Background: an optimization exercise with open tools, aiming at a short achievable clock period and few clock cycles. Do not read the settings as production practice.
Where RTL was checked, it was by simulation tests only, not by an equivalence proof against the original.
Power is estimated from default activity; no workload was simulated.

== JK ==
==> flow/design.v (excerpt) <==
module ww_top (
	input logic clk,
	input logic reset,
	input logic psel,
	input logic penable,
	input logic pwrite,
	input logic [7:0] paddr,
	input logic [WORD_W-1:0] pwdata,
	output logic [WORD_W-1:0] prdata,
	output logic pready,
	output logic pslverr
);
	logic start;
	logic [ADDR_W-1:0] start_pc;
	logic running;
	logic running_nxt;
	logic alarm;
	logic alarm_nxt;
	logic [ADDR_W-1:0] pc;
	logic [WORD_W-1:0] ac;
	logic mem_we;
	logic [MEM_IDX_W-1:0] mem_idx;
	logic [WORD_W-1:0] mem_wdata;
	logic [FF_WORDS-1:0] st;
	logic st_td;
	logic [WORD_W-1:0] st_data;
	logic [MEM_WORDS*WORD_W-1:0] mem_q;
	ww_control_panel u_panel (
		.clk(clk),
		.reset(reset),
		.psel(psel),
		.penable(penable),
		.pwrite(pwrite),
		.paddr(paddr),
		.pwdata(pwdata),
		.prdata(prdata),
		.pready(pready),
		.pslverr(pslverr),
		.running(running),
		.running_nxt(running_nxt),
		.alarm_nxt(alarm_nxt),
		.ac(ac),
		.pc(pc),
		.mem(mem_q),
		.start(start),
		.start_pc(start_pc),
		.mem_we(mem_we),
		.mem_idx(mem_idx),
		.mem_wdata(mem_wdata)
	);
	ww_sequencer u_seq (
		.clk(clk),
		.reset(reset),
		.start(start),
		.start_pc(start_pc),
		.mem(mem_q),
		.st(st),
		.st_td(st_td),
		.st_data(st_data),
		.ac(ac),
		.running(running),
		.running_nxt(running_nxt),
		.alarm(alarm),
		.alarm_nxt(alarm_nxt),
		.pc_out(pc)
	);
	ww_storage u_storage (
		.clk(clk),
		.reset(reset),
		.pwe(mem_we),
		.pidx(mem_idx),
		.pdata(mem_wdata),
		.st(st),
		.st_td(st_td),
  ...
For scale: about 4400 cells after synthesis, ~730 flip-flops, roughly 62000 um2 of cells after synthesis.
export LEC_CHECK = 0
export ABC_CLOCK_PERIOD_IN_PS = 2500
export CAP_MARGIN = 20
export CORE_MARGIN = 2
export CORE_UTILIZATION = 45
export SLEW_MARGIN = 20
create_clock -name core_clock -period 9.0 [get_ports {clk}]
standard.sh (not shown) runs the stock make flow with config.mk's settings and CLKGATE_MAP_FILE= SYNTH_SCRIPT=/design/flow/synth_recipe.tcl, a recipe that flattens the netlist after the stock synthesis.
==> flow/flow/run.sh <==
#!/bin/bash
# Standard ORFS layout, with the timing repair aiming for extra setup slack
# (the clock period and the SDC are left as they are).
set -euo pipefail
bash standard.sh SETUP_SLACK_MARGIN=6.3 finish > flow_make.log 2>&1
JK | stages: all done | timing, DRC, antenna: all pass
Testbench counts of JK, summed over its fixed seeds: cycles 21,461.
#### Input delta (MS over JK)
diff --git a/flow/design.v b/flow/design.v
--- a/flow/design.v
+++ b/flow/design.v
@@ -296,25 +296,25 @@
 			alarm <= 1'b0;
 			ovf_q <= 1'b0;
 			fe_q <= 1'b0;
 			mode <= M_R1;
 			pc_out <= '0;
 			ac <= '0;
 		end else begin
 			running <= running_nxt;
 			alarm <= alarm_nxt;
 			ovf_q <= ovf;
 			fe_q <= fuse && (f_e || f_d);
 			if (start) begin
-				mode <= M_R1;
+				mode <= M_R2;
 			end else if (running) begin
 				case (mode)
 					M_R1: mode <= M_R2;
 					M_R2: mode <= M_R3;
 					M_R3: mode <= M_EX;
 					default: begin
 						if (slow) begin
 							mode <= M_R1;
 						end
 					end
 				endcase
 			end
@@ -352,25 +352,27 @@
 			q1 <= rd(mem, pc + 11'd2);
 			dec1 <= decode(rd(mem, pc + 11'd2) >> ADDR_W);
 			q2 <= rd(mem, pc + 11'd3);
 			dec2 <= decode(rd(mem, pc + 11'd3) >> ADDR_W);
 		end else begin
 			q1 <= q2;
 			dec1 <= dec2;
 			q2 <= rd(mem, pc + 11'd2);
 			dec2 <= decode(rd(mem, pc + 11'd2) >> ADDR_W);
 		end
 		pc <= nfa + 1'b1;
 		if (start) begin
-			pc <= start_pc - 11'd2;
+			q2 <= rd(mem, start_pc);
+			dec2 <= decode(rd(mem, start_pc) >> ADDR_W);
+			pc <= start_pc - 11'd1;
 		end else if (ex && slow) begin
 			pc <= nfa - 11'd2;
 		end
 	end
 endmodule
 `timescale 1ns/1ps
 import ww_pkg::*;
 module ww_storage (
 	input logic clk,
 	input logic reset,
 	input logic pwe,	 
 	input logic [MEM_IDX_W-1:0] pidx,
Comparing JK and MS, the higher routed wire length is on MS.
Compared with JK, in MS share of power burned in combinational logic now smaller; number of diodes rose by 10; initial core utilization flat; total power went down; adder and majority cell fraction of the synthesized area closely matched the old numbers.
Against JK as the reference, MS delivers a higher post-synthesis instance area.
MS: flow completed, timing, DRC and antenna clean
Final critical delay including setup and external delays: MS vs JK up 0.32 ns
Portion of total power attributed to the clock network (lower): JK
The RTL of MS was laid out without a check of its function.

* * *

Another version of the RTL of ww_top (not shown whole).
For scale: ~6500 cells after synthesis, roughly 740 flip-flops, about 47 I/O pins, ~0.080 sq mm of cells after synthesis.
export LEC_CHECK = 0
export ABC_CLOCK_PERIOD_IN_PS = 2500
export CAP_MARGIN = 20
export CORE_MARGIN = 2
export CORE_UTILIZATION = 35
export SLEW_MARGIN = 20
create_clock -name core_clock -period 9.0 [get_ports {clk}]
Scripts as last shown in full above: flow/flow/run.sh
The first run finished clean.
Next try:
--- a/flow/design.v
+++ b/flow/design.v
@@ -188,25 +188,21 @@
 	logic f_h;
 	logic f_c;
 	logic f_d;
 	logic [FF_WORDS-1:0] st0;	 
 	logic [FF_WORDS-1:0] st1;	 
 	logic [WORD_W-1:0] acn;	 
 	logic [WORD_W-1:0] y_f;	 
 	logic hit2_0;
 	logic [WORD_W-1:0] old1;
 	logic same12;	 
-	localparam int XW = 3 + 8 + WORD_W;	 
-	logic [MEM_WORDS*XW-1:0] xt;	 
-	logic [XW-1:0] rj1, rj2, rf1, rf2, rs2, rst;
-	logic [2:0] dp1;	 
-	logic [2:0] dp2;
+	logic [WORD_W-1:0] rj1, rj2, rf1, rf2, rs2;
 	logic fuse;
 	logic slow;
 	logic [WORD_W-1:0] y;	 
 	logic [WORD_W-1:0] opr_j;
 	logic [WORD_W-1:0] opr_1;
 	logic [WORD_W-1:0] opr_2;
 	logic [WORD_W-1:0] w_opr;
 	logic [WORD_W-1:0] w;
 	logic [7:0] w_dec;
 	logic hit;
@@ -228,41 +224,29 @@
 		neg = o == OP_CS || o == OP_SU;
 		ts = o == OP_TS;
 		td = o == OP_TD;
 		cp = o == OP_CP;
 		sp = o == OP_SP;
 		decode = {!(ld || add || ts || td || cp || sp), sp, cp, td, ts, neg, add, ld};
 	endfunction
 	function automatic logic in_ff(input logic [ADDR_W-1:0] a);
 		in_ff = a[ADDR_W-1:MEM_IDX_W] == '1 && a[MEM_IDX_W-1:0] < MEM_IDX_W'(FF_WORDS);
 	endfunction
-	function automatic logic [XW-1:0] rdx(input logic [MEM_WORDS*XW-1:0] m,
-		input logic [ADDR_W-1:0] a);
-		rdx = {3'd0, 8'h80, {WORD_W{1'b0}}};
-		if (a[ADDR_W-1:MEM_IDX_W] == '1) begin
-			rdx = m[a[MEM_IDX_W-1:0]*XW +: XW];
-		end
+	function automatic logic same(input logic [WORD_W-1:0] a, input logic [WORD_W-1:0] b);
+		same = in_ff(a[ADDR_W-1:0]) && a[ADDR_W-1:0] == b[ADDR_W-1:0];
 	endfunction
-	for (genvar i = 0; i < MEM_WORDS; i++) begin : g_xt
-		logic [WORD_W-1:0] mw;
-		assign mw = mem[i*WORD_W +: WORD_W];
-		assign xt[i*XW +: XW] = {in_ff(mw[ADDR_W-1:0]) ? mw[2:0] + 3'd1 : 3'd0,
-			decode(mw[WORD_W-1:ADDR_W]), mw};
-	end
 	assign ia = ir[ADDR_W-1:0];
-	assign rj1 = rdx(xt, ia + 11'd1);
-	assign rj2 = rdx(xt, ia + 11'd2);
-	assign rf1 = rdx(xt, pc + 11'd2);
-	assign rf2 = rdx(xt, pc + 11'd3);
+	assign rj1 = rd(mem, ia + 11'd1);
+	assign rj2 = rd(mem, ia + 11'd2);
+	assign rf1 = rd(mem, pc + 11'd2);
+	assign rf2 = rd(mem, pc + 11'd3);
 	assign rs2 = rf1;
-	assign rst = rdx(xt, start_pc);
-	assign same12 = dp1 != 3'd0 && dp1 == dp2;
 	assign ex = exm && !ovf_q;
 	assign is_ld = dec[0];
 	assign is_add = dec[1];
 	assign is_ts = dec[3];
 	assign is_td = dec[4];
 	assign is_cp = dec[5];
 	assign is_sp = dec[6];
 	assign stop_op = dec[7];
 	assign jump = ex && (is_sp || (is_cp && ac[WORD_W-1]));
 	assign f_e = (is_ld || is_add) && dec1[0];
@@ -366,33 +350,41 @@
 	end
 	always_ff @(posedge clk) begin
 		ac_alt <= sum1;
 		pc_alt <= pc;
 		st_alt <= (fuse && f_d) ? st1 : '0;
 		old_alt <= old1;
 		ir <= w;
 		dec <= w_dec;
 		opr <= w_opr;
 		if (jump) begin
-			{dp1, dec1, q1} <= rj1;
-			{dp2, dec2, q2} <= rj2;
+			q1 <= rj1;
+			dec1 <= decode(rj1[WORD_W-1:ADDR_W]);
+			q2 <= rj2;
+			dec2 <= decode(rj2[WORD_W-1:ADDR_W]);
+			same12 <= same(rj1, rj2);
 		end else if (fuse) begin
-			{dp1, dec1, q1} <= rf1;
-			{dp2, dec2, q2} <= rf2;
+			q1 <= rf1;
+			dec1 <= decode(rf1[WORD_W-1:ADDR_W]);
+			q2 <= rf2;
+			dec2 <= decode(rf2[WORD_W-1:ADDR_W]);
+			same12 <= same(rf1, rf2);
 		end else begin
 			q1 <= q2;
 			dec1 <= dec2;
-			dp1 <= dp2;
-			{dp2, dec2, q2} <= rs2;
+			q2 <= rs2;
+			dec2 <= decode(rs2[WORD_W-1:ADDR_W]);
+			same12 <= same(q2, rs2);
 		end
 		if (start) begin
-			{dp2, dec2, q2} <= rst;
+			q2 <= rd(mem, start_pc);
+			dec2 <= decode(rd(mem, start_pc) >> ADDR_W);
 			pc <= start_pc - 11'd1;
 		end else if (ex && slow) begin
 			pc <= jump ? ia - 11'd2 : (fuse ? pc - 11'd1 : pc - 11'd2);
 		end else begin
 			pc <= jump ? ia + 11'd1 : (fuse ? pc + 11'd2 : pc + 11'd1);
 		end
 	end
 endmodule
 `timescale 1ns/1ps
 import ww_pkg::*;
=> The changed run went through all stages and came out clean. Sequential cell count falls by 5. Global-route usage falls by 4.6 points. Die area falls by 15%. Power falls by 37%. Worst hold slack got worse by 13 ps. Setup slack got worse by 180 ps. First-iteration DRC count falls by 23%. Routed wire length falls by 24%. Core utilization falls by 0.67 points. Synthesized cell count falls by 21%. Via count falls by 21%.
Function was not checked in any run of this note: the RTL went through the layout flow alone.

-- what the ideal ports hide --
How much do the figures lean on ideal ports? The routed layouts below were timed once more, with nothing changed but the port constraints. Step 1 assumes that a clkbuf_16 drives the clock port and a buf_2 every other input. Step 2 adds t to the input delays and takes it off the output delays; t is the mean of the earliest and latest rising clock arrival at the registers after step 1. Input paths then give back, and output paths get back, about the clock's delay inside the block. a / b / c = ideal / step 1 / step 2; a / b = the first two.
run	t, ns	setup slack, ns	worst setup path at the end	latest minus earliest clock arrival (ns)	cell pins on the clock port's net
JK	0.819	5.585 / 5.585 / 5.252	input to register	0.053 / 0.052	1
MS	0.844	5.261 / 4.999 / 4.155	input to register	0.061 / 0.060	1
the first run of note 2	0.853	5.505 / 5.160 / 4.307	input to register	0.064 / 0.064	1
the second run of note 2	0.881	5.330 / 5.078 / 4.198	input to register	0.048 / 0.047	1
After both steps every run listed still meets setup and hold. The setup slack of the first run of note 2, which loses most, moves by -0.345 ns with the drivers and by -1.198 ns with both steps.
